From an optimization exercise on the open Yosys and OpenROAD flow, aimed at small area; shortcuts taken in it are not production practice.
The RTL was checked by simulation tests, not by an equivalence proof against the original design.
No activity file was given, so power comes from the tool's default toggle rates. The clock port is modelled as an ideal driver; clocking choices that lean on that would not hold on a real chip.

$ cat run.sh
#!/bin/bash
# synth_recipe.tcl (not shown) runs the flow's synth.tcl, then flattens the netlist and writes it again
# the make line also repeats each setting of config.mk as NAME=value (left out here)
make -C /OpenROAD-flow-scripts/flow DESIGN_CONFIG=/design/flow/config.mk WORK_HOME=/design/flow/orfs CLKGATE_MAP_FILE= SYNTH_SCRIPT=/design/flow/synth_recipe.tcl finish
$ cat config.mk
export PLATFORM = sky130hd
export DESIGN_NAME = ddr3_cmd_engine
export DESIGN_NICKNAME = ddr3_cmd_engine
export VERILOG_FILES = /design/flow/design.v
export SDC_FILE = /design/flow/constraint.sdc
export NUM_CORES = 4
export LEC_CHECK = 0
export CAP_MARGIN = 40
export CORE_MARGIN = 2
export CORE_UTILIZATION = 40
export SLEW_MARGIN = 30
$ cat constraint.sdc
create_clock -name core_clock -period 10.0 [get_ports {i_ck}]
set_input_delay 2.0000 -clock core_clock [delete_from_list [all_inputs] [get_ports {i_ck}]]
set_output_delay 2.0000 -clock core_clock [all_outputs]
set_load 0.01 [all_outputs]
$ cat design.v
module ddr3_cmd_engine #(
  parameter int BA_W    = 3,
  parameter int ROW_W   = 13,
  parameter int COL_W   = 10,
  parameter int MAX_LAT = 24,
  parameter int DEF_CL  = 5,
  parameter int DEF_CWL = 5,
  parameter int DEF_AL  = 0,
  parameter int T_RCD   = 5,
  parameter int T_RP    = 5,
  parameter int T_RAS   = 15
) (
  input  logic                         i_ck,
  input  logic                         i_reset_n,
  input  logic                         i_cke,
  input  logic                         i_cs_n,
  input  logic                         i_ras_n,
  input  logic                         i_cas_n,
  input  logic                         i_we_n,
  input  logic [BA_W-1:0]              i_ba,
  input  logic [15:0]                  i_a,
  output logic                         o_rd_beat,
  output logic [BA_W+ROW_W+COL_W-1:0]  o_rd_addr,
  output logic                         o_rd_last,
  output logic                         o_wr_beat,
  output logic [BA_W+ROW_W+COL_W-1:0]  o_wr_addr,
  output logic                         o_wr_last,
  output logic [4:0]                   o_cl,
  output logic [4:0]                   o_cwl,
  output logic [4:0]                   o_al,
  output logic                         o_err_cmd,
  output logic                         o_err_ovl,
  output logic                         o_err_mrs,
  output logic                         o_err_timing
);
  localparam int NBANK = 2**BA_W;
  localparam int AW = BA_W + ROW_W + COL_W;
  localparam int DW = AW + 1;           
  localparam int SMIN = 4;              
  localparam int NQ = 22;               
  logic [NBANK-1:0] r_open;
  logic [ROW_W-1:0] r_row [NBANK];
  logic [2:0] r_clc, r_cwlc;            
  logic [1:0] r_alm, r_bl;
  logic r_err_cmd, r_err_ovl, r_err_mrs;
  logic [4:0] w_cl, w_cwl, w_al;
  logic [2:0] w_cmd;
  logic w_act, w_pre, w_ref, w_mrs, w_rw, w_open, w_len, w_mrs_bad;
  logic [1:0] w_go;
  logic [4:0] w_slot;
  logic [NBANK-1:0] w_sel, w_close;
  logic [AW-1:0] w_addr;
  logic w_unused;
  assign w_unused = ^i_a[15:13];
  assign w_cl = 5'(r_clc) + 5'd4;
  assign w_cwl = 5'(r_cwlc) + 5'd5;
  assign w_al = r_alm == 2'd1 ? w_cl - 5'd1 : r_alm == 2'd2 ? w_cl - 5'd2 : 5'd0;
  always_comb begin
    w_cmd = i_cke && !i_cs_n ? {i_ras_n, i_cas_n, i_we_n} : 3'b111;
    w_act = w_cmd == 3'b011;
    w_pre = w_cmd == 3'b010;
    w_ref = w_cmd == 3'b001;
    w_mrs = w_cmd == 3'b000;
    w_rw = w_cmd[2:1] == 2'b10;
    w_open = r_open[i_ba];
    w_go = {w_cmd == 3'b100, w_cmd == 3'b101} & {2{w_open}};
    w_sel = NBANK'(1) << i_ba;
    w_close = w_pre ? (i_a[10] ? '1 : w_sel) : (|w_go && i_a[10] ? w_sel : '0);
    w_len = r_bl == 2'b00 || (r_bl == 2'b01 && i_a[12]);
    w_addr = {i_ba, r_row[i_ba], i_a[COL_W-1:0]};
    w_slot = w_al + (w_cmd[0] ? w_cl : w_cwl) - 5'd1;
    case (i_ba[1:0])
      2'd0: w_mrs_bad = i_a[2] || i_a[6:4] == 3'd0 || &i_a[1:0];
      2'd1: w_mrs_bad = &i_a[4:3];
      default: w_mrs_bad = 1'b0;
    endcase
  end
  always_ff @(posedge i_ck) begin
    if (!i_reset_n) begin
      r_open <= '0;
      r_clc <= 3'(DEF_CL - 4);
      r_cwlc <= 3'(DEF_CWL - 5);
      r_alm <= 2'd0;
      r_bl <= 2'd0;
      r_err_cmd <= 1'b0;
      r_err_mrs <= 1'b0;
    end else begin
      r_open <= (r_open & ~w_close) | (w_act ? w_sel : '0);
      if (w_act) r_row[i_ba] <= i_a[ROW_W-1:0];
      if ((w_act && w_open) || (w_rw && !w_open) || (w_ref && |r_open)) r_err_cmd <= 1'b1;
      if (w_mrs && w_mrs_bad) r_err_mrs <= 1'b1;
      if (w_mrs && !w_mrs_bad) begin
        case (i_ba[1:0])
          2'd0: begin
            r_clc <= i_a[6:4];
            r_bl <= i_a[1:0];
          end
          2'd1: r_alm <= i_a[4:3];
          2'd2: r_cwlc <= i_a[5:3];
          default: ;
        endcase
      end
    end
  end
  logic [NQ-1:0] q_v, q_wr;
  logic [4:0] q_slot [NQ];
  logic [DW-1:0] q_dat [NQ];
  always_ff @(posedge i_ck) begin
    if (!i_reset_n) q_v <= '0;
    else q_v <= {q_v[NQ-2:0], |w_go};
  end
  always_ff @(posedge i_ck) begin
    q_wr <= {q_wr[NQ-2:0], w_go[1]};
    q_slot[0] <= w_slot;
    q_dat[0] <= {w_len, w_addr};
    for (int k = 1; k < NQ; k++) begin
      q_slot[k] <= q_slot[k-1];
      q_dat[k] <= q_dat[k-1];
    end
  end
  logic [NQ-1:0] w_hit [2];
  logic [NQ-1:0] w_pick [2];
  logic [DW-1:0] w_fdat [2];
  logic [1:0] w_fire;
  always_comb begin
    for (int d = 0; d < 2; d++) begin
      w_hit[d] = '0;
      for (int k = SMIN; k < NQ; k++)
        w_hit[d][k] = q_v[k] && q_wr[k] == d[0] && q_slot[k] == 5'(k);
      w_pick[d] = w_hit[d] & ~(w_hit[d] - 1'b1) ;
      w_fire[d] = |w_hit[d];
      w_fdat[d] = '0;
      for (int k = SMIN; k < NQ; k++)
        w_fdat[d] = w_fdat[d] | (q_dat[k] & {DW{w_pick[d][k]}});
    end
  end
  logic [1:0] r_cnt [2];
  logic [1:0] r_last;
  logic [AW-1:0] r_addr [2];
  always_ff @(posedge i_ck) begin
    if (!i_reset_n) begin
      r_last <= '0;
      r_err_ovl <= 1'b0;
      for (int d = 0; d < 2; d++) begin
        r_cnt[d] <= '0;
        r_addr[d] <= '0;
      end
    end else begin
      for (int d = 0; d < 2; d++) begin
        if (w_fire[d]) begin
          r_last[d] <= 1'b0;
          r_addr[d] <= w_fdat[d][AW-1:0];
          r_cnt[d] <= w_fdat[d][AW] ? 2'd3 : 2'd1;
          if (r_cnt[d] != 2'd0) r_err_ovl <= 1'b1;
        end else if (r_cnt[d] != 2'd0) begin
          r_last[d] <= r_cnt[d] == 2'd1;
          r_addr[d][2:1] <= r_addr[d][2:1] + 2'd1;
          r_cnt[d] <= r_cnt[d] - 2'd1;
        end else begin
          r_last[d] <= 1'b0;
        end
      end
    end
  end
  logic [3:0] r_tc [NBANK];
  logic r_err_timing;
  logic w_viol;
  always_comb begin
    w_viol = (w_act && !w_open && r_tc[i_ba] != 4'd0) ||
             (|w_go && r_tc[i_ba] > 4'(T_RAS - T_RCD));
    for (int b = 0; b < NBANK; b++)
      w_viol = w_viol || (w_pre && w_close[b] && r_open[b] && r_tc[b] != 4'd0);
  end
  always_ff @(posedge i_ck) begin
    if (!i_reset_n) begin
      r_err_timing <= 1'b0;
      for (int b = 0; b < NBANK; b++) r_tc[b] <= '0;
    end else begin
      if (w_viol) r_err_timing <= 1'b1;
      for (int b = 0; b < NBANK; b++)
        r_tc[b] <= w_act && w_sel[b] ? 4'(T_RAS - 1) :
                   w_close[b] && r_open[b] ? 4'(T_RP - 1) : r_tc[b] - 4'(r_tc[b] != 4'd0);
    end
  end
  assign o_err_timing = r_err_timing;
  assign o_rd_beat = r_cnt[0] != 2'd0 || r_last[0];
  assign o_rd_last = r_last[0];
  assign o_rd_addr = r_addr[0];
  assign o_wr_beat = r_cnt[1] != 2'd0 || r_last[1];
  assign o_wr_last = r_last[1];
  assign o_wr_addr = r_addr[1];
  assign o_cl = w_cl;
  assign o_cwl = w_cwl;
  assign o_al = w_al;
  assign o_err_cmd = r_err_cmd;
  assign o_err_ovl = r_err_ovl;
  assign o_err_mrs = r_err_mrs;
endmodule
==> run notes, run 1 <==
Timing:
- For the pin with the worst max-slew slack, the measured transition is 947 ps.
- Headroom to the max-slew limit came out at 36.7%.
- The final count of hold timing violations is 0.
- Across the routed clock network, the largest skew measured is 23.5 ps.
- Derived from the worst setup path, the maximum achievable clock frequency is 219 MHz.
- Setup repair after global routing left no endpoint under its margin.
- The number of max-slew violations in the final report is 0.
- The number of failing setup endpoints in the final timing report is 0.
- The worst slack on hold paths is 316 ps.
- The sum of negative setup slack is 0 ps.
- The worst path uses 45.7% of the clock period.
- Subtracting the final worst setup slack from the clock period gives 4570 ps.

Power and ir drop:
- The highest ir drop seen on vdd is 0.120 mV.
- The internal power is 6.51 mW.
- Sequential cells account for 51.6% of the total power.
- Power spread over the standard cell area amounts to 226 nW/um^2.
- The switching power total is 1.90 mW.
- The share of total power in combinational logic is 5.7%.
- Of the total power, the share spent switching nets is 22.6%.
- The design draws 8.41 mW.
- For this design the static power due to leakage is 14.1 nW.
- Per report_power, the clock group accounts for 42.6% of the total.

Placed design:
- The number of port buffers is 94.
- The HPWL reported at the end of detailed placement is 60600 um.
- The placer's final routability congestion estimate is 0.920.

Routing:
- In the routed design, unresolved DRC markers number 0.
- The antenna violation net count after detailed routing is 0.
- Dividing the detail-routed via count by the number of cells gives 5.84.
- Wires add up to 92700 um.
- The first TritonRoute pass finished after 9 iterations.
- For this block, the initial DRC count from the detailed router was 2992.
- Across all layers, the routed design uses 22990 vias.
- In the final routed layout, each cell accounts on average for 23.6 um.

Global routing:
- The number of global-route vias before repair is 22589.
- The initial antenna violation count is 0.
- The first global-routing pass estimated 140000 um of wire.
- The largest net degree at the start of global routing is 71.
- Global routing finished with a remaining overflow of 0.
- Global routing consumed, over all layers together, 22.3% of the routing resources.

Critical path:
- STA classifies the critical path endpoint as an output port.
- The critical path start-end classification is flip-flop to output port.
- STA classifies the critical path startpoint as a flip-flop.
- For the worst setup path, the data required time is 8000 ps.
- The critical path data arrival time is 2570 ps.
- Of all nets on the critical path, the largest fanout is 9.

Synthesis:
- The cell area that synthesis handed to floorplanning was 31700 sq um.
- The most used flip-flop cell after synthesis is dfxtp_1.
- In the synthesized netlist the async set-or-reset flop fraction comes to 0%.
- The average instance area after synthesis is 11.7 sq um.
- Synthesis inferred 964 register bits.
- During synthesis, Yosys emitted a total of 9 warnings.
- The number of flops mapped to enable cells by yosys is 104.
- The synthesized netlist contains 83 unique library cells.
- Summing the sequential cell areas from Yosys gives 64.2% of the chip area.
- The cell count after synthesis came out at 2707.

Clocking:
- The tree is rooted in a clkbuf_16.
- After clock tree synthesis, the clock-pin slew on the worst setup and hold paths is 60 ps.
- The hold buffer count at cts is 0.
- The clock reaches the later pin of the worst-skew pair after 650 ps.
- The number of clock sinks seen by CTS is 964.
- The number of buffers on the longest clock path is 3.
- The number of instances resized during post-cts repair is 0.
- The number of buffers inserted during clock tree synthesis is 91.
- The TritonCTS clock tree is built.
- The buffer count from post-CTS setup fixing is 0.
- The clock tree synthesis step divided the H-tree into 3 levels.

Layout:
- The post-layout net count is 2871.
- The number of antenna diodes is 0.
- The post-route netlist has 11.0% of its cells at a drive strength greater than 1.
- Relative to the synthesized area, the layout overhead comes to 17.4%.

Die:
- The count of boundary I/O pins is 101.
- The die is 285 um wide.
- The number of core rows is 103.
- The floorplan die area is 81500 sq um.
- The core region area is 78700 sq um.
- The height of the die is 285 um.
- The starting utilization of the core area is 40.2%.

Run status:
- The flow ran to the end and the layout has no timing, DRC or antenna violations.

Worst hold path:
- The path class of the tightest hold or removal check is flip-flop to flip-flop.

Run:
- The reported max-cap violation count is 0.
[synthesized netlist by cell type, types with 8 or more instances]
cell type    n  area [sq um]
xor2_1      17           149
buf_1       11          41.3
a211oi_1    26           195
ha_1        32           400
a22oi_1    111           833
nor3_1      59           295
xnor2_1     10          87.6
clkbuf_1   124           465
or3_1       16           100
nand3_1     53           265
mux2_2      13           146
edfxtp_1   104          3120
or4_1        8          60.1
nor4_1      13          81.3
nor2b_1     10          62.6
mux4_2      29           653
o21ai_0    154           771
buf_2       16          80.1
and3_1      42           263
nor4b_1     15           131
dfxtp_1    860         17200
mux2i_1     20           200
nor2_1     125           469
nand4_1     18           113
o221a_2      9           101
and2_1      30           188
inv_1       53           199
a22o_1      45           394
o22ai_1     10          62.6
a221oi_1    87           762
a221o_1     45           450
a2111oi_0   14           123
a31oi_1     36           225
nand2_1    196           736
a21oi_1    113           566
o211ai_1    22           165
a222oi_1    31           310
nand2b_1    14          87.6
[final timing paths]
kind                 from           end  slack, ps  cells past startpoint
max              r_clc[2]       o_al[3]       5430                      6
min           q_dat[2][5]   q_dat[3][5]        320                      0
max reg2reg  q_slot[5][2]  r_addr[1][4]       5930                     11
min reg2reg   q_dat[2][5]   q_dat[3][5]        320                      0
[cells by family after synthesis]
family                   share of synthesized area, %
multiplexers                                     3.16
flip-flops                                       64.2
AO/OA/AOI/OAI                                    16.8
AND/OR/NAND/NOR                                  11.0
other                                          0.0118
XOR/XNOR                                        0.747
adder cells (fa/ha/maj)                          1.33
buffers and inverters                            2.68
[state kept, by name, indices dropped and copies added, names as in the netlist]
signal,count
q_dat,594
q_slot,110
q_v,22
q_wr,22
r_addr,52
r_alm,2
r_bl,2
r_clc,3
r_cnt,4
r_cwlc,3
r_err_cmd,1
r_err_mrs,1
r_err_ovl,1
r_err_timing,1
r_last,2
r_open,8
r_row,104
r_tc,32
[final cells by class]
class	instances	area [sq um]
clock buffer	135	2700
tap	1050	1310
clock inverter	31	448
inverter	55	206
timing repair buffer	168	1510
sequential	964	20300
multi-input combinational	1532	10700
fill	7046	41600
[cell usage in the layout, fill, tap and decap left out, drive strengths merged, types with 53 or more instances in the layout]
cell type	Yosys	layout
clkbuf	124	135
nand3	53	53
inv	54	57
buf	34	77
a22oi	111	111
dfxtp	860	860
nand2	196	196
nor2	126	126
nor3	62	62
o21ai	154	154
edfxtp	104	104
a221oi	87	87
clkdlybuf4s50	0	91
a21oi	113	113
[power by group through the flow]
stage	registers (mW)	clock network [mW]	logic (mW)
floorplan	4.36	0	0.336
global placement	4.40	0	0.442
detailed placement	4.42	0	0.474
CTS	4.34	3.65	0.481
global route	4.37	3.81	0.545
finish	4.35	3.59	0.480
[critical path: stages (launching register included)]
cell	delay, ps
dfxtp_1	640
ha_1	250
nand2_1	50
nand2_1	90
xnor2_1	70
o22ai_1	210
clkdlybuf4s50_1	620
[routing by layer]
layer | wire length [um] | track usage, % | vias to the layer above
li1 | - | - | 10380
met1 | 38000 | 29.3 | 11159
met2 | 42200 | 35.5 | 1198
met3 | 8880 | 5.26 | 253
met4 | 3590 | 9.29 | 0
met5 | 0 | 0 | -
[through the flow]
step / cells / setup WS (ps) / utilization (%) / area [sq um]
floorplan: 2709 / 5880 / - / 31700
global placement: 3764 / 4470 / 43.1 / 33900
global route: 3935 / 5240 / 47.2 / 37200
finish: 3935 / 5430 / 47.2 / 37200
CTS: 3935 / 5340 / 47.2 / 37200
detailed placement: 3769 / 4900 / 43.2 / 34000
==> run 2, diff against run 1 <==
--- a/design.v
+++ b/design.v
@@ -51,3 +51,2 @@
   logic [NBANK-1:0] w_sel, w_close;
-  logic [AW-1:0] w_addr;
   logic w_unused;
@@ -69,3 +68,2 @@
     w_len = r_bl == 2'b00 || (r_bl == 2'b01 && i_a[12]);
-    w_addr = {i_ba, r_row[i_ba], i_a[COL_W-1:0]};
     w_slot = w_al + (w_cmd[0] ? w_cl : w_cwl) - 5'd1;
@@ -88,3 +86,2 @@
       r_open <= (r_open & ~w_close) | (w_act ? w_sel : '0);
-      if (w_act) r_row[i_ba] <= i_a[ROW_W-1:0];
       if ((w_act && w_open) || (w_rw && !w_open) || (w_ref && |r_open)) r_err_cmd <= 1'b1;
@@ -104,17 +101,41 @@
   end
+  localparam int D = SMIN;
   logic [NQ-1:0] q_v, q_wr;
-  logic [4:0] q_slot [NQ];
-  logic [DW-1:0] q_dat [NQ];
+  logic [D:0] q_act;
+  logic [4:0] q_slot [NQ];              
+  logic [NQ-1:0] w_due;
+  logic [NQ-1:0] q_len;
+  logic [BA_W-1:0] q_ba [NQ];
+  logic [COL_W-1:0] q_col [NQ];         
+  logic [ROW_W-1:0] q_row [NQ];         
+  logic [ROW_W-1:0] w_row [NQ];
   always_ff @(posedge i_ck) begin
     if (!i_reset_n) q_v <= '0;
-    else q_v <= {q_v[NQ-2:0], |w_go};
-  end
-  always_ff @(posedge i_ck) begin
+    else q_v <= {q_v[NQ-2:0] & ~w_due[NQ-2:0], |w_go};
+  end
+  always_ff @(posedge i_ck) begin
+    q_act <= {q_act[D-1:0], w_act && i_reset_n};
     q_wr <= {q_wr[NQ-2:0], w_go[1]};
-    q_slot[0] <= w_slot;
-    q_dat[0] <= {w_len, w_addr};
+    q_len <= {q_len[NQ-2:0], w_len};
+    q_slot[0] <= w_act ? {2'b00, i_a[12:10]} : 5'(NQ - 1) - w_slot;
+    q_ba[0] <= i_ba;
+    q_col[0] <= i_a[COL_W-1:0];
     for (int k = 1; k < NQ; k++) begin
       q_slot[k] <= q_slot[k-1];
-      q_dat[k] <= q_dat[k-1];
-    end
+      q_ba[k] <= q_ba[k-1];
+      q_col[k] <= q_col[k-1];
+    end
+    if (q_act[D]) r_row[q_ba[D]] <= {q_slot[D][2:0], q_col[D]};
+    q_row[D+1] <= w_row[D];
+    for (int k = D + 2; k < NQ; k++) q_row[k] <= q_row[k-1];
+  end
+  always_comb begin
+    for (int k = 0; k < NQ; k++) w_row[k] = k == D ? r_row[q_ba[D]] : q_row[k];
+  end
+  always_comb begin
+    w_due = '0;
+    for (int k = SMIN; k < NQ; k++)
+      w_due[k] = ((q_slot[k] ^ 5'(NQ - 1 - k)) &
+                  (NQ - 1 - k >= 16 ? 5'h1f : NQ - 1 - k >= 8 ? 5'h0f : NQ - 1 - k >= 4 ? 5'h07 :
+                   NQ - 1 - k >= 2 ? 5'h03 : NQ - 1 - k >= 1 ? 5'h01 : 5'h00)) == 5'd0;
   end
@@ -128,4 +149,4 @@
       for (int k = SMIN; k < NQ; k++)
-        w_hit[d][k] = q_v[k] && q_wr[k] == d[0] && q_slot[k] == 5'(k);
-      w_pick[d] = w_hit[d] & ~(w_hit[d] - 1'b1) ;
+        w_hit[d][k] = q_v[k] && w_due[k] && (k == NQ - 1 ? d == 1 : q_wr[k] == d[0]);
+      w_pick[d] = w_hit[d] & ~(w_hit[d] - 1'b1);
       w_fire[d] = |w_hit[d];
@@ -133,3 +154,3 @@
       for (int k = SMIN; k < NQ; k++)
-        w_fdat[d] = w_fdat[d] | (q_dat[k] & {DW{w_pick[d][k]}});
+        w_fdat[d] = w_fdat[d] | ({q_len[k], q_ba[k], w_row[k], q_col[k]} & {DW{w_pick[d][k]}});
     end
@@ -164,2 +185,7 @@
   end
+  localparam logic [3:0] TC_LAST = 4'd15;
+  localparam logic [3:0] TC_RAS = 4'd13;    
+  localparam logic [3:0] TC_RP = 4'd1;     
+  logic w_unused_t;
+  assign w_unused_t = ^(T_RCD ^ T_RP ^ T_RAS);
   logic [3:0] r_tc [NBANK];
@@ -167,7 +193,10 @@
   logic w_viol;
-  always_comb begin
-    w_viol = (w_act && !w_open && r_tc[i_ba] != 4'd0) ||
-             (|w_go && r_tc[i_ba] > 4'(T_RAS - T_RCD));
-    for (int b = 0; b < NBANK; b++)
-      w_viol = w_viol || (w_pre && w_close[b] && r_open[b] && r_tc[b] != 4'd0);
+  logic [NBANK-1:0] w_nz, w_rcd;
+  always_comb begin
+    for (int b = 0; b < NBANK; b++) begin
+      w_nz[b] = r_tc[b] != 4'd0;
+      w_rcd[b] = r_tc[b] == 4'd13 || r_tc[b] == 4'd10 || r_tc[b] == 4'd5 || r_tc[b] == 4'd11;
+    end
+    w_viol = (w_act && |(w_sel & ~r_open & w_nz)) || (|w_go && |(w_sel & w_rcd)) ||
+             (w_pre && |(w_close & r_open & w_nz));
   end
@@ -180,4 +209,5 @@
       for (int b = 0; b < NBANK; b++)
-        r_tc[b] <= w_act && w_sel[b] ? 4'(T_RAS - 1) :
-                   w_close[b] && r_open[b] ? 4'(T_RP - 1) : r_tc[b] - 4'(r_tc[b] != 4'd0);
+        r_tc[b] <= w_act && w_sel[b] ? TC_RAS :
+                   w_close[b] && r_open[b] ? TC_RP :
+                   r_tc[b] == TC_LAST ? 4'd0 : {r_tc[b][2:0], r_tc[b][3] ^ r_tc[b][0]};
     end
--- a/config.mk
+++ b/config.mk
@@ -7,5 +7,8 @@
 export LEC_CHECK = 0
-export CAP_MARGIN = 40
+export CAP_MARGIN = 0
 export CORE_MARGIN = 2
 export CORE_UTILIZATION = 40
-export SLEW_MARGIN = 30
+export CTS_BUF_LIST = sky130_fd_sc_hd__clkbuf_16
+export CTS_CLUSTER_DIAMETER = 100
+export CTS_CLUSTER_SIZE = 30
+export SLEW_MARGIN = 0
==> run notes, run 2 <==
Critical path:
- The critical path start-end classification is input port to flip-flop.
- Grouping stages by cell kind, the critical path spends the most delay in compound AO/OA/AOI/OAI gates.
- The critical path goes through clkdlybuf4s50_1 -> nor2b_1 -> a221oi_1 -> o21ai_1 -> o22ai_2 -> and3_1 -> o21ai_1 -> and3_1 -> a2bb2o_1.
- The biggest fanout along the worst timing path is 28 (+19).
- The required time reported for the critical path endpoint is 10490 ps (+2490 ps).
- The worst setup path is captured at a flip-flop.
- The slowest stage of the critical path belongs to the cell clkdlybuf4s50_1.
- The reg-to-reg setup timing slack was 6050 ps (+120 ps).
- The nature of the critical path startpoint is an input port.
- The critical path data arrival time came to 5320 ps (+2750 ps).
- The buffering stage count on the worst path with inverters included is 1 (unchanged).
- The largest incremental delay on the critical path is 1190 ps (+550 ps).

Synthesis:
- The number of flip-flops and latches in the synthesized netlist is 872 (-9.5%).
- The share of the synthesized area in the top cell type came to 52.2% (-2.2 points).
- Sorting the synthesized cells by how often they occur yields dfxtp_1 (768), nand2_1 (192), nor2_1 (125).
- The number of distinct library cell variants in the gate-level netlist after synthesis was 94 (+13%).
- The number of flops mapped to enable cells by yosys was 104 (unchanged).
- Summed over all instances, the cell type with the most area after synthesis is dfxtp_1.
- The sequential element share of the synthesized area is 62.7% (-1.5 points).
- The yosys synthesis warning count is 12 (+3).
- The post-synthesis instance area is 29500 sq um (-6.9%).
- The leading cell type by number of instances after synthesis is dfxtp_1.
- The instance count of the mapped netlist came to 2506 (-7.4%).
- By area the synthesized netlist is led by dfxtp_1 (52%), edfxtp_1 (11%), a22oi_1 (2.6%).
- The async set-or-reset flop fraction in the synthesized netlist is 0% (unchanged).
- The most used flip-flop cell after synthesis is dfxtp_1.
- The average instance area after synthesis is 11.8 sq um (+0.54%).

Layout:
- The post-layout net count was 2585 (-10%).
- The final non-filler cell area came to 32500 sq um (-13%).
- The number of antenna diodes is 0 (unchanged).
- In the layout the commonest cells are dfxtp_1 (767), nand2_1 (192), nor2_1 (118).
- More flip-flops sit in one register than any other, and that register is q_row.
- The relative area change from synthesis to final layout is 10.2%.
- The flip-flop count of the largest register, all copies and words added is 221 (-63%).
- The total of fill cells in the finished design is 6663 (-5.4%).
- The share of post-route cells with drive strength above 1 is 7.35% (-3.6 points).
- The library cell used most frequently in the layout, excluding fill and tap cells, is dfxtp_1.

Run:
- The reported max-cap violation count is 0 (unchanged).

Clocking:
- The number of buffers on the longest clock path was 3 (unchanged).
- The TritonCTS clock tree is built.
- The maximum level of the CTS H-tree is 2 (-1).
- The number of instances resized during post-cts repair is 0 (unchanged).
- The tree is rooted in a clkbuf_16.
- The buffer count from post-CTS setup fixing is 0 (unchanged).
- The insertion delay of the later-clocked pin in the worst-skew pair was 620 ps (-30 ps).
- The number of buffers inserted during clock tree synthesis is 36 (-60%).
- The hold buffer count at cts is 0 (unchanged).
- The clock transition at the registers of the reported paths is 100 ps (+40 ps).
- The number of clock sinks seen by CTS is 872 (-9.5%).

Routing:
- The count of unresolved DRC violations after routing is 0 (unchanged).
- The aggregate routed wire length is 85200 um (-8.0%).
- The number of vias per cell after detailed routing is 6.01 (+2.9%).
- The final routed wire length divided by cell count is 24.2 um (+2.9%).
- The antenna violation net count after detailed routing was 0 (unchanged).
- The number of iterations in the first detailed-routing pass is 9 (unchanged).
- The count of vias placed by the detailed router is 21142 (-8.0%).
- The starting DRC count in detailed routing came to 2850 (-4.7%).

Power and ir drop:
- The highest ir drop seen on vdd was 0.150 mV (+24%).
- The leakage power is 11.8 nW (-16%).
- The overall power after layout came to 5.82 mW (-31%).
- The power density over the cells came to 179 nW/um^2 (-21%).

Timing:
- The post-layout minimum cycle time is 4830 ps (+261 ps).
- The worst slack on hold paths was 321 ps (+5.56 ps).
- The transition time at the pin with the least slew margin was 1230 ps (+281 ps).
- The number of max-slew violations in the final report is 0 (unchanged).
- The final worst-path cycle share is 48.3% (+2.6 points).
- The final count of hold timing violations is 0 (unchanged).
- The number of failing setup endpoints in the final timing report is 0 (unchanged).
- The final worst setup slack is 5170 ps (-261 ps).
- The worst setup skew after layout was 48.9 ps (+25.4 ps).
- The headroom to the max-slew limit came to 17.5% (-19 points).
- The sum of negative setup slack is 0 ps (unchanged).
- The highest achievable clock rate was 207 MHz (-5.4%).
- Setup repair after global routing left no endpoint under its margin.

Die:
- The x dimension of the die is 275 um (-3.5%).
- The core region area was 73000 sq um (-7.3%).
- The starting utilization of the core area is 40.4% (+0.18 points).
- The number of core rows is 99 (-3.9%).
- The floorplan die area is 75900 sq um (-6.8%).
- The count of boundary I/O pins came to 101 (unchanged).
- The height of the die was 275 um (-3.5%).

Placed design:
- The HPWL reported at the end of detailed placement is 57900 um (-4.6%).
- The placer's final routability congestion estimate was 0.890 (-3.2%).
- The post-placement setup slack is 4610 ps (-290 ps).
- The number of port buffers is 94 (unchanged).
- The placement-stage cell area is 31400 sq um (-7.7%).

Global routing:
- The number of global-route vias before repair is 20350 (-9.9%).
- The initial antenna violation count is 1 (+1).
- The largest net degree at the start of global routing is 52 (-27%).
- The sum of overflow across all layers after global routing is 0 (unchanged).
- The global-route total usage across every layer is 22.0% (-0.38 points).
- The first-pass GRT wire length is 128000 um (-8.6%).

Run status:
- The run finished with no timing, DRC or antenna violations.

Worst hold path:
- The path class of the tightest hold or removal check is flip-flop to flip-flop.
[run 2: area by class of cell]
cell class                 count  area (sq um)  area share, %
inverter                      33           124          0.381
tap                          959          1200           3.69
clock buffer                  37           926           2.85
multi-input combinational   1457         10300           31.7
timing repair buffer         142          1300           4.00
clock inverter                16           123          0.378
sequential                   872         18500           57.0
[run 2: worst reg2reg max path, delay by kind of cell, from the launching register on]
family | cells | cell delay, ps
buffers and inverters | 1 | 370
and+or+nand+nor | 6 | 2280
DFF | 1 | 570
AOI/OAI and AO/OA | 2 | 630
[run 2: logic make-up (layout without fill, tap and decap cells)]
family / count (synthesis) / count (layout) / synth area share, %
AO/OA/AOI/OAI: 761 / 761 / 19.3
adder cells (fa/ha/maj): 17 / 17 / 0.747
flip-flops: 872 / 872 / 62.7
multiplexers: 50 / 50 / 2.87
AND/OR/NAND/NOR: 608 / 608 / 11.1
XOR/XNOR: 18 / 18 / 0.535
buffers and inverters: 179 / 228 / 2.69
other: 1 / 3 / 0.0127
[run 2: power breakdown]
part | leakage (nW) | internal, mW | total [mW] | switching (mW)
logic | 3.90 | 0.0942 | 0.199 | 0.105
clock network | 0.546 | 0.697 | 1.79 | 1.10
registers | 7.36 | 3.70 | 3.83 | 0.122
total | 11.8 | 4.50 | 5.82 | 1.32
[run 2: layer usage]
layer  vias to the layer above  GRT usage, %  part of all wire (%)  routed length [um]
met5                         -             0                0.0082                   7
met1                     10378          30.3                    43               36900
met3                       124          3.95                   8.3                7080
li1                       9668             -                     -                   -
met2                       970          35.7                    46               39400
met4                         2          5.56                   2.1                1780
[run 2: final timing paths]
check | end | cells past startpoint | startpoint
worst min-delay path | q_col[1][9] | 0 | q_col[0][9]
worst max register to register | r_addr[1][22] | 9 | q_slot[4][0]
worst max-delay path | r_tc[1][3] | 9 | i_ba[0]
worst min register to register | q_col[1][9] | 0 | q_col[0][9]
[run 2: per-stage QoR]
stage / utilization [%] / std cells
2_1_floorplan: - / 2508
3_3_place_gp: 43.1 / 3463
3_5_place_dp: 43.1 / 3463
4_1_cts: 44.5 / 3516
5_1_grt: 44.5 / 3516
6_report: 44.5 / 3516
==> run 3, diff against run 2 <==
==> flow/run.sh (new file) <==
#!/bin/bash
# Own layout flow: the standard flow (standard synthesis, floorplan, power grid,
# placement, CTS, routing) with three changes:
#  - CTS: no dummy loads, clkbuf_16 sink clusters of up to 30 flip-flops within 100 um;
#  - port buffers are sky130_fd_sc_hd__buf_1 instead of the default buffer.
# Every tool's output goes to the ORFS logs under orfs/logs and to standard.log here.
set -e
cat >> config.mk <<'EOT'
export CTS_ARGS = -sink_clustering_enable -repair_clock_nets -sink_clustering_size 30 -sink_clustering_max_diameter 100 -buf_list sky130_fd_sc_hd__clkbuf_16 -dont_use_dummy_load
export BUFFER_PORTS_ARGS = -buffer_cell sky130_fd_sc_hd__buf_1
EOT
export CTS_ARGS="-sink_clustering_enable -repair_clock_nets -sink_clustering_size 30 -sink_clustering_max_diameter 100 -buf_list sky130_fd_sc_hd__clkbuf_16 -dont_use_dummy_load"
export BUFFER_PORTS_ARGS="-buffer_cell sky130_fd_sc_hd__buf_1"
cp config.mk config_used.log
bash standard.sh > standard.log 2>&1
==> standard.sh (new file) <==
#!/bin/bash
# synth_recipe.tcl (not shown) runs the flow's synth.tcl, then flattens the netlist and writes it again
# the make line also repeats each setting of config.mk as NAME=value (left out here)
make -C /OpenROAD-flow-scripts/flow DESIGN_CONFIG=/design/flow/config.mk WORK_HOME=/design/flow/orfs CLKGATE_MAP_FILE= SYNTH_SCRIPT=/design/flow/synth_recipe.tcl "${@:-finish}"
--- a/config.mk
+++ b/config.mk
@@ -14 +14,3 @@
 export SLEW_MARGIN = 0
+export CTS_ARGS = -sink_clustering_enable -repair_clock_nets -sink_clustering_size 30 -sink_clustering_max_diameter 100 -buf_list sky130_fd_sc_hd__clkbuf_16 -dont_use_dummy_load
+export BUFFER_PORTS_ARGS = -buffer_cell sky130_fd_sc_hd__buf_1
removed: run.sh
==> run notes, run 3 <==
Run status:
- The run finished with no timing, DRC or antenna violations.

Routing:
- The starting DRC count in detailed routing is 2771 (-2.8%).
- The wire length on met2 is 39500 um (+0.19%).
- The number of vias per cell after detailed routing is 6.07 (+0.90%).
- The final routed wire length divided by cell count came to 24.4 um (+0.69%).
- The detailed-routed wire length on met3 is 6930 um (-2.2%).
- The routed length on met1 is 37100 um (+0.43%).
- The aggregate routed wire length is 85500 um (+0.29%).
- The count of vias placed by the detailed router is 21248 (+0.50%).
- The antenna violation net count after detailed routing is 0 (unchanged).
- The count of unresolved DRC violations after routing came to 0 (unchanged).
- The number of iterations in the first detailed-routing pass came to 8 (-1).
- The top routing layer in use is met4.

Power and ir drop:
- The proportion of power drawn by flip-flops and latches is 67.2% (+1.5 points).
- The clock network power share is 29.7% (-1.1 points).
- The proportion of total power due to net switching came to 22.2% (-0.53 points).
- The highest ir drop seen on vdd came to 0.113 mV (-25%).
- The switching power total is 1.27 mW (-4.4%).
- The power density over the cells is 179 nW/um^2 (+0.13%).
- The share of total power in combinational logic is 3.1% (-0.3 points).
- The internal power is 4.43 mW (-1.4%).
- The overall power after layout is 5.70 mW (-2.1%).
- The leakage power is 11.5 nW (-2.6%).

Synthesis:
- Ranked by total cell area, the synthesized netlist is headed by dfxtp_1 (52%), edfxtp_1 (11%), a22oi_1 (2.6%).
- The most used flip-flop cell after synthesis is dfxtp_1.
- The number of flip-flops and latches in the synthesized netlist came to 872 (unchanged).
- The instance count of the mapped netlist is 2506 (unchanged).
- The yosys synthesis warning count is 12 (unchanged).
- The synthesized design spends more area on one cell type than any other, namely dfxtp_1.
- The average instance area after synthesis is 11.8 sq um (unchanged).
- Counting instances in the post-synthesis netlist gives the leading cell types as dfxtp_1 (768), nand2_1 (192), nor2_1 (125).
- The share of the synthesized area in the top cell type is 52.2% (unchanged).
- The async set-or-reset flop fraction in the synthesized netlist is 0% (unchanged).
- The number of distinct library cell variants in the gate-level netlist after synthesis came to 94 (unchanged).
- The sequential element share of the synthesized area was 62.7% (unchanged).
- The post-synthesis instance area is 29500 sq um (unchanged).
- The leading cell type by number of instances after synthesis is dfxtp_1.
- The number of flops mapped to enable cells by yosys came to 104 (unchanged).

Critical path:
- The critical path capture point type is a flip-flop.
- The biggest fanout along the worst timing path is 18 (-36%).
- The required time reported for the critical path endpoint is 10450 ps (-40 ps).
- STA classifies the critical path startpoint as an input port.
- The critical path start-end classification is input port to flip-flop.
- The critical path data arrival time came to 4730 ps (-590 ps).

Timing:
- The number of failing setup endpoints in the final timing report was 0 (unchanged).
- The headroom to the max-slew limit is 18.1% (+0.63 points).
- Setup repair after global routing left no endpoint under its margin.
- The transition time at the pin with the least slew margin is 1220 ps (-4.73 ps).
- The sum of negative setup slack came to 0 ps (unchanged).
- The number of max-slew violations in the final report came to 0 (unchanged).
- The final worst-path cycle share is 42.9% (-5.5 points).
- The worst setup skew after layout is 81.2 ps (+32.3 ps).
- The final count of hold timing violations was 0 (unchanged).
- The post-layout minimum cycle time is 4290 ps (-546 ps).
- The highest achievable clock rate is 233 MHz (+13%).

Die:
- The floorplan die area was 75900 sq um (unchanged).
- The number of core rows came to 99 (unchanged).
- The core region area is 73000 sq um (unchanged).
- The starting utilization of the core area came to 40.4% (unchanged).
- The x dimension of the die is 275 um (unchanged).
- The count of boundary I/O pins is 101 (unchanged).
- The height of the die is 275 um (unchanged).

Global routing:
- The initial antenna violation count is 0 (-1).
- The first-pass GRT wire length was 128000 um (-0.12%).
- The sum of overflow across all layers after global routing is 0 (unchanged).
- The number of global-route vias before repair is 20214 (-0.67%).
- The largest net degree at the start of global routing is 58 (+12%).
- The global-route total usage across every layer is 21.9% (-0.056 points).

Layout:
- The largest register by flop count is q_row.
- The total of fill cells in the finished design was 6716 (+0.80%).
- Relative to the synthesized area, the layout overhead comes to 7.71%.
- The most common library cell in the layout ignoring fill and taps is dfxtp_1.
- The register cell area after layout was 18500 sq um (unchanged).
- The flip-flop count of the largest register, all copies and words added is 221 (unchanged).
- The combined area of the multi-input logic cells is 10300 sq um (-0.21%).
- The post-layout net count is 2588 (+0.12%).
- The number of antenna diodes is 0 (unchanged).
- The share of post-route cells with drive strength above 1 is 7.00% (-0.35 points).
- In the layout the commonest cells are dfxtp_1 (767), nand2_1 (192), nor2_1 (123).
- The post-route core utilization is 43.5% (-1.0 points).

Clocking:
- The number of clock sinks seen by CTS is 872 (unchanged).
- The clock root buffer master is clkbuf_16.
- The number of buffers on the longest clock path came to 3 (unchanged).
- The clock transition at the registers of the reported paths is 70 ps (-30 ps).
- TritonCTS built the clock tree.
- The number of instances resized during post-cts repair was 0 (unchanged).
- The buffer count from post-CTS setup fixing is 0 (unchanged).
- The hold buffer count at cts came to 0 (unchanged).
- The maximum level of the CTS H-tree came to 2 (unchanged).
- The insertion delay of the later-clocked pin in the worst-skew pair is 600 ps (-20 ps).
- The number of buffers inserted during clock tree synthesis is 36 (unchanged).

Placed design:
- The number of port buffers is 94 (unchanged).
- The HPWL reported at the end of detailed placement is 57600 um (-0.43%).
- The placer's final routability congestion estimate is 0.920 (+3.4%).

Worst hold path:
- The type of the worst min-delay path is flip-flop to flip-flop.

Run:
- The reported max-cap violation count is 0 (unchanged).
## run 3: kinds of logic (layout without fill, tap and decap cells)
| group | count (synthesis) | count (layout) | share of synthesized area [%] |
|---|---|---|---|
| adder cells (fa/ha/maj) | 17 | 17 | 0.747 |
| AO/OA/AOI/OAI | 761 | 761 | 19.3 |
| other | 1 | 3 | 0.0127 |
| buffers and inverters | 179 | 214 | 2.69 |
| multiplexers | 50 | 50 | 2.87 |
| XOR/XNOR | 18 | 18 | 0.535 |
| flip-flops | 872 | 872 | 62.7 |
| AND/OR/NAND/NOR | 608 | 608 | 11.1 |
## run 3: stage by stage
step	setup slack (ps)	hold WS (ps)	area, sq um	instances
finish	5710	297	31800	3502
global route	5560	292	31800	3502
CTS	5820	293	31800	3502
detailed placement	5210	312	30900	3466
global placement	5220	311	30900	3466
floorplan	6070	310	29500	2508
## run 3: path summary, 6_finish.rpt
path                start       endpoint  slack (ps)  cells after the start
min           q_col[0][8]    q_col[1][8]         300                      0
min reg2reg   q_col[0][8]    q_col[1][8]         300                      0
max reg2reg  q_slot[4][0]  r_addr[1][22]        6120                      9
max               i_ba[1]     r_tc[2][2]        5710                      9
## run 3: power by group through the flow
stage               combinational (mW)  clock [mW]  sequential (mW)
finish                           0.177        1.69             3.83
global route                     0.197        1.85             3.84
CTS                              0.179        1.74             3.82
detailed placement               0.178           0             3.90
global placement                 0.174           0             3.89
floorplan                        0.125           0             3.86
## run 3: final cells by class
class,count,share of cell area (%)
Clock buffer,36,2.84
Sequential cell,872,58.3
Inverter,33,0.390
Timing Repair Buffer,145,2.33
Tap cell,959,3.78
Multi-Input combinational cell,1457,32.4
## run 3: metal layers
metal	track usage (%)	vias up
met1	30.7	10524
met4	5.99	0
met3	3.53	121
li1	-	9647
met2	35.1	956
met5	0	-
## run 3: critical path, cell delays in order
cell and delay [ps]:
buf_1 670, inv_1 220, a221oi_1 420, o21ai_1 200
o22ai_2 360, and3_1 240, o21ai_0 120, o211a_1 220
a2bb2o_1 270
==> run 4, diff against run 3 <==
--- a/design.v
+++ b/design.v
@@ -185,5 +185,5 @@
   end
-  localparam logic [3:0] TC_LAST = 4'd15;
-  localparam logic [3:0] TC_RAS = 4'd13;    
-  localparam logic [3:0] TC_RP = 4'd1;     
+  localparam logic [3:0] TC_LAST = 4'd4;
+  localparam logic [3:0] TC_RAS = 4'd1;    
+  localparam logic [3:0] TC_RP = 4'd12;     
   logic w_unused_t;
@@ -197,3 +197,3 @@
       w_nz[b] = r_tc[b] != 4'd0;
-      w_rcd[b] = r_tc[b] == 4'd13 || r_tc[b] == 4'd10 || r_tc[b] == 4'd5 || r_tc[b] == 4'd11;
+      w_rcd[b] = r_tc[b] == 4'd1 || r_tc[b] == 4'd3 || r_tc[b] == 4'd7 || r_tc[b] == 4'd15;
     end
==> run notes, run 4 <==
Die:
- The starting utilization of the core area is 40.3% (-0.058 points).
- The floorplan die area was 74300 sq um (-2.1%).
- The number of core rows was 98 (-1.0%).
- The core region area was 71500 sq um (-2.0%).
- The count of boundary I/O pins is 101 (unchanged).
- The x dimension of the die is 273 um (-1.1%).
- The height of the die is 273 um (-1.1%).

Routing:
- The aggregate routed wire length is 75600 um (-12%).
- The count of vias placed by the detailed router is 20017 (-5.8%).
- The starting DRC count in detailed routing is 2126 (-23%).
- The final routed wire length divided by cell count is 21.9 um (-10%).
- The count of unresolved DRC violations after routing came to 0 (unchanged).
- The number of vias per cell after detailed routing is 5.80 (-4.4%).
- The antenna violation net count after detailed routing is 0 (unchanged).
- The number of iterations in the first detailed-routing pass is 7 (-1).

Timing:
- The number of max-slew violations in the final report is 0 (unchanged).
- The sum of negative setup slack was 0 ps (unchanged).
- The final worst setup slack was 5920 ps (+202 ps).
- The headroom to the max-slew limit is 8.38% (-9.7 points).
- The final count of hold timing violations is 0 (unchanged).
- The final worst-path cycle share is 40.8% (-2.0 points).
- The worst setup skew after layout is 62.6 ps (-18.6 ps).
- The highest achievable clock rate is 245 MHz (+4.9%).
- The post-layout minimum cycle time is 4080 ps (-202 ps).
- Setup repair after global routing left no endpoint under its margin.
- The number of failing setup endpoints in the final timing report is 0 (unchanged).
- The transition time at the pin with the least slew margin is 1370 ps (+145 ps).

Synthesis:
- The number of distinct library cell variants in the gate-level netlist after synthesis is 84 (-11%).
- The share of the synthesized area in the top cell type is 53.3% (+1.2 points).
- The number of flops mapped to enable cells by yosys is 104 (unchanged).
- The average instance area after synthesis is 11.7 sq um (-0.65%).
- The post-synthesis instance area is 28800 sq um (-2.2%).
- The instance count of the mapped netlist is 2468 (-1.5%).
- In the post-synthesis netlist, the biggest area contributors are dfxtp_1 (53%), edfxtp_1 (11%), a222oi_1 (3.1%).
- The sequential element share of the synthesized area is 64.1% (+1.4 points).
- The number of flip-flops and latches in the synthesized netlist is 872 (unchanged).
- Counting instances in the post-synthesis netlist gives the leading cell types as dfxtp_1 (768), nand2_1 (191), clkbuf_1 (136).
- The yosys synthesis warning count is 12 (unchanged).
- In the synthesized netlist the dominant register cell turns out to be dfxtp_1.
- The leading cell type by number of instances after synthesis is dfxtp_1.
- The largest area contributor in the synthesized netlist is dfxtp_1.
- The async set-or-reset flop fraction in the synthesized netlist is 0% (unchanged).

Clocking:
- The number of clock sinks seen by CTS is 872 (unchanged).
- The clock transition at the registers of the reported paths is 120 ps (+50 ps).
- The number of buffers inserted during clock tree synthesis was 35 (-2.8%).
- The number of instances resized during post-cts repair is 0 (unchanged).
- The buffer count from post-CTS setup fixing is 0 (unchanged).
- The number of buffers on the longest clock path is 3 (unchanged).
- The TritonCTS clock tree is built.
- The maximum level of the CTS H-tree came to 2 (unchanged).
- The insertion delay of the later-clocked pin in the worst-skew pair came to 590 ps (about the same).
- The clock root buffer master is clkbuf_16.
- The hold buffer count at cts is 0 (unchanged).

Critical path:
- The biggest fanout along the worst timing path is 22 (+4).
- The critical path data arrival time is 4550 ps (-180 ps).
- The worst setup path is of the input port to flip-flop kind.
- The critical path capture point type is a flip-flop.
- The critical path goes through buf_1 -> mux2i_1 -> mux4_2 -> nor3b_1 -> a21oi_1 -> o21ai_0 -> a21oi_1.
- The reg-to-reg endpoint is r_addr[0][20].
- STA classifies the critical path startpoint as an input port.
- The largest individual stage delay along the critical path comes from the cell buf_1.
- The depth of the worst register-to-register path is 7 (-2).
- The reg-to-reg setup timing slack came to 5940 ps (-180 ps).
- The most numerous cell on the critical path is a21oi_1.
- The required time reported for the critical path endpoint is 10460 ps (about the same).
- The startpoint of the worst register-to-register path is q_slot[4][0].
- The largest incremental delay on the critical path is 690 ps (+20 ps).

Power and ir drop:
- The clock network power share is 29.4% (-0.3 points).
- The share of total power in combinational logic is 3.2% (about the same).
- The highest ir drop seen on vdd is 0.123 mV (+9.1%).
- The switching power total is 1.26 mW (-0.59%).
- The proportion of power drawn by flip-flops and latches is 67.4% (+0.2 points).
- The leakage power is 11.4 nW (-0.60%).
- The internal power came to 4.42 mW (-0.34%).
- The power density over the cells came to 182 nW/um^2 (+1.4%).
- The proportion of total power due to net switching is 22.2% (-0.044 points).

Layout:
- The library cells used most frequently in the layout, excluding fill and tap cells, are dfxtp_1 (767), nand2_1 (191), nor2_1 (119).
- The share of post-route cells with drive strength above 1 is 6.32% (-0.68 points).
- The flip-flop count of the largest register, all copies and words added came to 221 (unchanged).
- q_row holds more flip-flops than any other register.
- The combined area of the multi-input logic cells came to 9560 sq um (-7.1%).
- The total of fill cells in the finished design is 6634 (-1.2%).
- The post-layout net count is 2544 (-1.7%).
- Leaving out fill and tap cells, the most frequent cell in the layout is dfxtp_1.
- The register cell area after layout was 18500 sq um (unchanged).
- The relative area change from synthesis to final layout is 8.09%.
- The final non-filler cell area is 31200 sq um (-1.8%).
- The post-route core utilization is 43.6% (+0.093 points).

Worst hold path:
- The sink of the worst hold path is q_wr[1].
- In this run the most critical hold path is launched from q_wr[0].
- The number of cells on the worst hold path was 0 (unchanged).
- The type of the worst min-delay path is flip-flop to flip-flop.

Placed design:
- The placer's final routability congestion estimate came to 0.871 (-5.4%).
- The placement-stage cell area is 30300 sq um (-1.8%).
- The HPWL reported at the end of detailed placement is 51400 um (-11%).
- The post-placement setup slack is 5380 ps (+166 ps).
- The number of port buffers was 94 (unchanged).

Global routing:
- The initial antenna violation count came to 1 (+1).
- The global-route total usage across every layer came to 19.7% (-2.2 points).
- The number of global-route vias before repair is 18819 (-6.9%).
- The largest net degree at the start of global routing is 54 (-6.9%).
- The first-pass GRT wire length is 115000 um (-10%).
- The sum of overflow across all layers after global routing is 0 (unchanged).

Run status:
- The run finished with no timing, DRC or antenna violations.

Run:
- The reported max-cap violation count came to 0 (unchanged).
run 4: changes by cell type after synthesis, sizes merged, moves of 31 or more:
cell	before	now
a22oi	103	54
and4	9	40
buf	59	14
clkbuf	87	136
inv	33	86
o21ai	118	76
run 4: cell families (layout without fill, tap and decap cells):
group	count (synthesis)	after routing	share of synthesized area, %
and+or+nand+nor	633	633	11.6
xor gates and xnor gates	18	18	0.547
adders and majority gates	17	17	0.763
DFF	872	872	64.1
muxes	59	59	3.23
buffers and inverters	236	265	3.19
other	1	5	0.0130
AOI/OAI and AO/OA	632	632	16.6
run 4: through the flow:
stage	power [mW]	instances	hold slack [ps]
after floorplan	3.99	2470	310
after global placement	4.07	3414	310
after detailed placement	4.08	3414	312
after CTS	5.71	3449	267
after global routing	5.88	3449	271
final	5.67	3451	270
run 4: power by group through the flow:
| stage | sequential (mW) | clock [mW] | combinational, mW |
|---|---|---|---|
| 2_1_floorplan | 3.86 | 0 | 0.130 |
| 3_3_place_gp | 3.89 | 0 | 0.180 |
| 3_5_place_dp | 3.90 | 0 | 0.182 |
| 4_1_cts | 3.82 | 1.71 | 0.183 |
| 5_1_grt | 3.84 | 1.83 | 0.204 |
| 6_report | 3.82 | 1.67 | 0.181 |
run 4: layout make-up:
| cell class | instances | share of cell area, % |
|---|---|---|
| inverter | 86 | 1.04 |
| clock buffer | 35 | 2.81 |
| tap | 950 | 3.81 |
| sequential | 872 | 59.3 |
| timing repair buffer | 144 | 2.34 |
| multi-input combinational | 1362 | 30.7 |
| antenna | 2 | 0.0161 |
run 4: routing by layer:
layer	vias up	part of all wire, %	global-route usage [%]
li1	9377	-	-
met1	9788	46	28.1
met2	756	45	31.2
met3	96	7.2	3.18
met4	0	2.2	5.10
met5	-	0	0
run 4: how the worst max path moves through the flow:
| stage | depth (start not counted) | to | slack [ps] | startpoint |
|---|---|---|---|---|
| 2_1_floorplan | 8 | r_err_timing | 6040 | i_we_n |
| 3_3_place_gp | 8 | r_tc[1][3] | 5420 | i_ba[0] |
| 3_5_place_dp | 8 | r_tc[2][3] | 5380 | i_ba[0] |
| 4_1_cts | 7 | o_al[3] | 5930 | r_clc[1] |
| 5_1_grt | 8 | r_addr[1][1] | 5620 | q_slot[11][3] |
| 6_report | 7 | r_tc[2][0] | 5920 | i_ba[0] |
run 4: critical path: cells and delay by family:
kind | cells | cell delay, ps
and+or+nand+nor | 1 | 370
muxes | 2 | 680
buffers and inverters | 1 | 690
AOI/OAI and AO/OA | 3 | 780
==> run 5, diff against run 4 <==
--- a/design.v
+++ b/design.v
@@ -142,3 +142,4 @@
   logic [NQ-1:0] w_hit [2];
-  logic [NQ-1:0] w_pick [2];
+  logic [NQ-1:0] w_nxt [2];
+  logic [NQ-1:0] r_pick [2];
   logic [DW-1:0] w_fdat [2];
@@ -149,8 +150,17 @@
       for (int k = SMIN; k < NQ; k++)
-        w_hit[d][k] = q_v[k] && w_due[k] && (k == NQ - 1 ? d == 1 : q_wr[k] == d[0]);
-      w_pick[d] = w_hit[d] & ~(w_hit[d] - 1'b1);
-      w_fire[d] = |w_hit[d];
+        w_hit[d][k] = q_v[k-1] && (k == NQ - 1 ? d == 1 : q_wr[k-1] == d[0]) &&
+                      ((q_slot[k-1] ^ 5'(NQ - 1 - k)) &
+                       (NQ - k >= 16 ? 5'h1f : NQ - k >= 8 ? 5'h0f : NQ - k >= 4 ? 5'h07 :
+                        NQ - k >= 2 ? 5'h03 : 5'h01)) == 5'd0;
+      w_nxt[d] = w_hit[d] & ~(w_hit[d] - 1'b1);
+      w_fire[d] = |r_pick[d];
       w_fdat[d] = '0;
       for (int k = SMIN; k < NQ; k++)
-        w_fdat[d] = w_fdat[d] | ({q_len[k], q_ba[k], w_row[k], q_col[k]} & {DW{w_pick[d][k]}});
+        w_fdat[d] = w_fdat[d] | ({q_len[k], q_ba[k], w_row[k], q_col[k]} & {DW{r_pick[d][k]}});
+    end
+  end
+  always_ff @(posedge i_ck) begin
+    for (int d = 0; d < 2; d++) begin
+      if (!i_reset_n) r_pick[d] <= '0;
+      else r_pick[d] <= w_nxt[d];
     end
==> run notes, run 5 <==
Run status:
- The flow ran to the end and the layout has no timing, DRC or antenna violations.

Critical path:
- The required time reported for the critical path endpoint is 8000 ps (-2460 ps).
- The worst setup path is launched from a flip-flop.
- The largest incremental delay on the critical path is 440 ps (-250 ps).
- The buffering stage count on the worst path with inverters included was 2 (+1).
- On the critical path the largest part of the delay comes from flip-flops.
- The reg-to-reg setup timing slack is 7070 ps (+1130 ps).
- The depth of the worst register-to-register path came to 6 (-1).
- The startpoint identified for the worst register-to-register timing path is r_pick[0][17].
- The biggest fanout along the worst timing path is 6 (-73%).
- The worst setup path is captured at an output port.
- In this run the critical register-to-register path is captured at r_addr[0][1].
- Among the stages of the critical path, the cell type that occurs most often is nand2_1.
- The critical path start-end classification is flip-flop to output port.
- On the critical path, the stage with the largest delay is an instance of dfxtp_1.
- The critical path data arrival time is 1980 ps (-2570 ps).
- The critical path goes through inv_1 -> ha_1 -> nand2_1 -> nand2_1 -> xnor2_1 -> o22ai_1 -> buf_1.

Layout:
- The share of post-route cells with drive strength above 1 is 6.61% (+0.29 points).
- The flip-flop count of the largest register, all copies and words added is 221 (unchanged).
- The library cell used most frequently in the layout, excluding fill and tap cells, is dfxtp_1.
- The relative area change from synthesis to final layout is 7.62%.
- The post-layout net count came to 2420 (-4.9%).
- The final non-filler cell area is 31100 sq um (-0.33%).
- In the layout the commonest cells are dfxtp_1 (800), a22oi_1 (223), nor2_1 (125).
- The largest register by flop count is q_row.

Synthesis:
- The sequential element share of the synthesized area is 66.3% (+2.2 points).
- The async set-or-reset flop fraction in the synthesized netlist was 0% (unchanged).
- The instance count of the mapped netlist was 2344 (-5.0%).
- The yosys synthesis warning count is 13 (+1).
- The average instance area after synthesis is 12.3 sq um (+5.4%).
- The number of flip-flops and latches in the synthesized netlist is 905 (+3.8%).
- dfxtp_1 is the most common cell in the netlist.
- The share of the synthesized area in the top cell type was 55.5% (+2.2 points).
- The number of distinct library cell variants in the gate-level netlist after synthesis is 84 (unchanged).
- The number of flops mapped to enable cells by yosys is 104 (unchanged).
- The largest area contributor in the synthesized netlist is dfxtp_1.
- By count the netlist is led by dfxtp_1 (801), a22oi_1 (223), nor2_1 (127).
- The post-synthesis instance area is 28900 sq um (+0.11%).
- Ranked by total cell area, the synthesized netlist is headed by dfxtp_1 (56%), edfxtp_1 (11%), a22oi_1 (5.8%).
- Among all flip-flop cells after synthesis, the most frequent one is dfxtp_1.

Routing:
- The aggregate routed wire length came to 85000 um (+12%).
- The number of vias per cell after detailed routing is 6.12 (+5.6%).
- The number of iterations in the first detailed-routing pass is 9 (+2).
- The final routed wire length divided by cell count is 25.6 um (+17%).
- The count of unresolved DRC violations after routing is 0 (unchanged).
- The count of vias placed by the detailed router came to 20368 (+1.8%).
- The starting DRC count in detailed routing came to 2863 (+35%).
- The antenna violation net count after detailed routing was 0 (unchanged).

Clocking:
- The number of instances resized during post-cts repair is 0 (unchanged).
- The hold buffer count at cts is 0 (unchanged).
- The number of buffers inserted during clock tree synthesis is 36 (+2.9%).
- The insertion delay of the later-clocked pin in the worst-skew pair is 600 ps (about the same).
- The number of clock sinks seen by CTS came to 905 (+3.8%).
- The buffer count from post-CTS setup fixing is 0 (unchanged).
- The maximum level of the CTS H-tree is 2 (unchanged).
- The number of buffers on the longest clock path was 3 (unchanged).
- The clock transition at the registers of the reported paths is 110 ps (about the same).
- The root buffer cell chosen for the clock tree is clkbuf_16.
- The TritonCTS clock tree is built.

Die:
- The height of the die is 273 um (about the same).
- The number of core rows is 98 (unchanged).
- The count of boundary I/O pins is 101 (unchanged).
- The x dimension of the die came to 273 um (about the same).
- The starting utilization of the core area is 40.4% (+0.044 points).
- The core region area is 71500 sq um (unchanged).
- The floorplan die area is 74400 sq um (+0.11%).

Placed design:
- The placer's final routability congestion estimate is 0.898 (+3.1%).
- The number of port buffers was 94 (unchanged).
- The HPWL reported at the end of detailed placement is 48000 um (-6.6%).
- The placement-stage cell area came to 30200 sq um (-0.42%).

Power and ir drop:
- The leakage power is 11.3 nW (-0.88%).
- The highest ir drop seen on vdd came to 0.107 mV (-13%).
- The power density over the cells is 188 nW/um^2 (+3.5%).

Worst hold path:
- The sink of the worst hold path is q_col[2][4].
- The number of cells on the worst hold path was 0 (unchanged).
- The worst hold path belongs to the class flip-flop to flip-flop.
- The launch point of the worst hold path is q_col[1][4].

Global routing:
- The initial antenna violation count is 3 (+2).
- The number of global-route vias before repair is 20086 (+6.7%).
- The largest net degree at the start of global routing is 76 (+41%).
- The routing usage on met1 is 28.5% (+0.36 points).
- The sum of overflow across all layers after global routing was 0 (unchanged).
- The fraction of met3 tracks used by global routing was 5.71% (+2.5 points).
- The first-pass GRT wire length is 125000 um (+9.2%).
- The met2 layer usage reported by global route is 34.6% (+3.4 points).
- The global-route total usage across every layer came to 22.2% (+2.4 points).
- met2 is the most crowded layer.

Timing:
- The number of failing setup endpoints in the final timing report is 0 (unchanged).
- The worst setup skew after layout was 42.1 ps (-20.4 ps).
- The sum of negative setup slack came to 0 ps (unchanged).
- Setup repair after global routing left no endpoint under its margin.
- The final worst-path cycle share is 39.8% (-1.0 points).
- The post-layout minimum cycle time was 3980 ps (-100 ps).
- The highest achievable clock rate was 251 MHz (+2.5%).
- The final count of hold timing violations is 0 (unchanged).
- The headroom to the max-slew limit is 23.9% (+16 points).
- The transition time at the pin with the least slew margin is 1140 ps (-228 ps).
- The number of max-slew violations in the final report is 0 (unchanged).

Run:
- The reported max-cap violation count came to 0 (unchanged).
-- run 5: cell types whose count changed in the layout (fill, tap and decap cells not counted), moves of 29 or more --
cell      before  now
a211oi_1      10   45
a222oi_1      88   27
a22o_1        28   98
a22oi_1       54  223
a31oi_1       66    7
and3_1        44    5
and4_1        39    1
dfxtp_1      767  800
inv_1         86   36
nand2_1      191   87
nand4_1       17   62
o21ai_0       66   34
o22ai_1       36    7
-- run 5: worst register-to-register path: cells and delay by family (launching register included) --
kind / cells / cell delay (ps)
AND/OR/NAND/NOR: 3 / 1530
buffers and inverters: 2 / 780
flip-flops: 1 / 310
AO/OA/AOI/OAI: 1 / 230
-- run 5: through the flow --
| stage | hold WS, ps | power (mW) | setup slack, ps | util [%] | std cells |
|---|---|---|---|---|---|
| after floorplan | 310 | 4.12 | 6090 | - | 2346 |
| after global placement | 311 | 4.22 | 5540 | 42.2 | 3289 |
| after detailed placement | 312 | 4.22 | 5500 | 42.2 | 3289 |
| after CTS | 299 | 5.88 | 5990 | 43.5 | 3325 |
| after global routing | 298 | 6.04 | 5870 | 43.5 | 3325 |
| final | 293 | 5.85 | 6020 | 43.5 | 3326 |
-- run 5: layout make-up --
type                       instances  area, sq um
fill                            6525        40400
antenna                            1         2.50
multi-input combinational       1251         8940
sequential                       905        19200
inverter                          37          139
tap                              950         1190
timing repair buffer             146          744
clock buffer                      36          901
-- run 5: routing by layer --
metal | wire length [um] | up-vias | share of wire (%)
met4 | 4010 | 0 | 4.7
li1 | - | 8927 | -
met5 | 0 | - | 0
met2 | 37300 | 1280 | 44
met3 | 9530 | 300 | 11
met1 | 34200 | 9861 | 40
-- run 5: worst max-delay path by stage --
stage / start / to / slack, ps / cells past startpoint
final: r_clc[1] / o_al[3] / 6020 / 7
after global routing: i_reset_n / r_pick[1][20] / 5870 / 8
after CTS: r_clc[1] / o_al[3] / 5990 / 7
after detailed placement: i_ba[1] / r_err_timing / 5500 / 8
after global placement: i_ba[1] / r_err_timing / 5540 / 8
after floorplan: i_cs_n / q_slot[0][3] / 6090 / 9
-- run 5: logic make-up after synthesis --
family / count (synthesis) / synth area share, %
compound gates: 649 / 17.2
xor+xnor: 18 / 0.546
fa+ha+maj: 17 / 0.763
buf+inv: 190 / 2.81
flops: 905 / 66.3
mux: 53 / 3.02
other cells: 1 / 0.0130
simple gates: 511 / 9.29
-- run 5: power by group --
part	switching, mW	internal, mW	total [mW]
Clock	1.05	0.655	1.70
Combinational	0.115	0.0676	0.182
Sequential	0.131	3.84	3.97
Total	1.29	4.56	5.85

-- afterwards: timing with drivers on the ports --
How much do the figures lean on ideal ports? The routed layouts below were timed once more, with nothing changed but the port constraints.
Step 1 assumes that a clkbuf_16 drives the clock port and a buf_2 every other input.
Step 2 also shifts input and output timing later by t, the mid clock arrival at the registers, as if the neighbouring blocks saw the same clock.
Slacks: no drivers / after step 1 / after step 2; pairs: no drivers / after step 1.
run | shift t [ns] | setup slack, ns | worst hold slack (ns) | pins driven straight from the clock port
run 1 | 0.695 | 5.428 / 5.366 / 4.825 | 0.316 / 0.316 / 0.316 | 1
run 2 | 0.661 | 5.168 / 5.211 / 4.550 | 0.321 / 0.321 / 0.321 | 1
run 3 | 0.629 | 5.713 / 5.738 / 5.109 | 0.297 / 0.297 / 0.297 | 1
run 4 | 0.629 | 5.915 / 5.888 / 5.320 | 0.270 / 0.270 / 0.270 | 1
run 5 | 0.637 | 6.015 / 5.954 / 5.475 | 0.293 / 0.293 / 0.293 | 1
After both steps setup and hold are still met in every run listed. For run 2, which loses most, drivers alone change the setup slack by +0.043 ns; drivers and shift together by -0.618 ns.
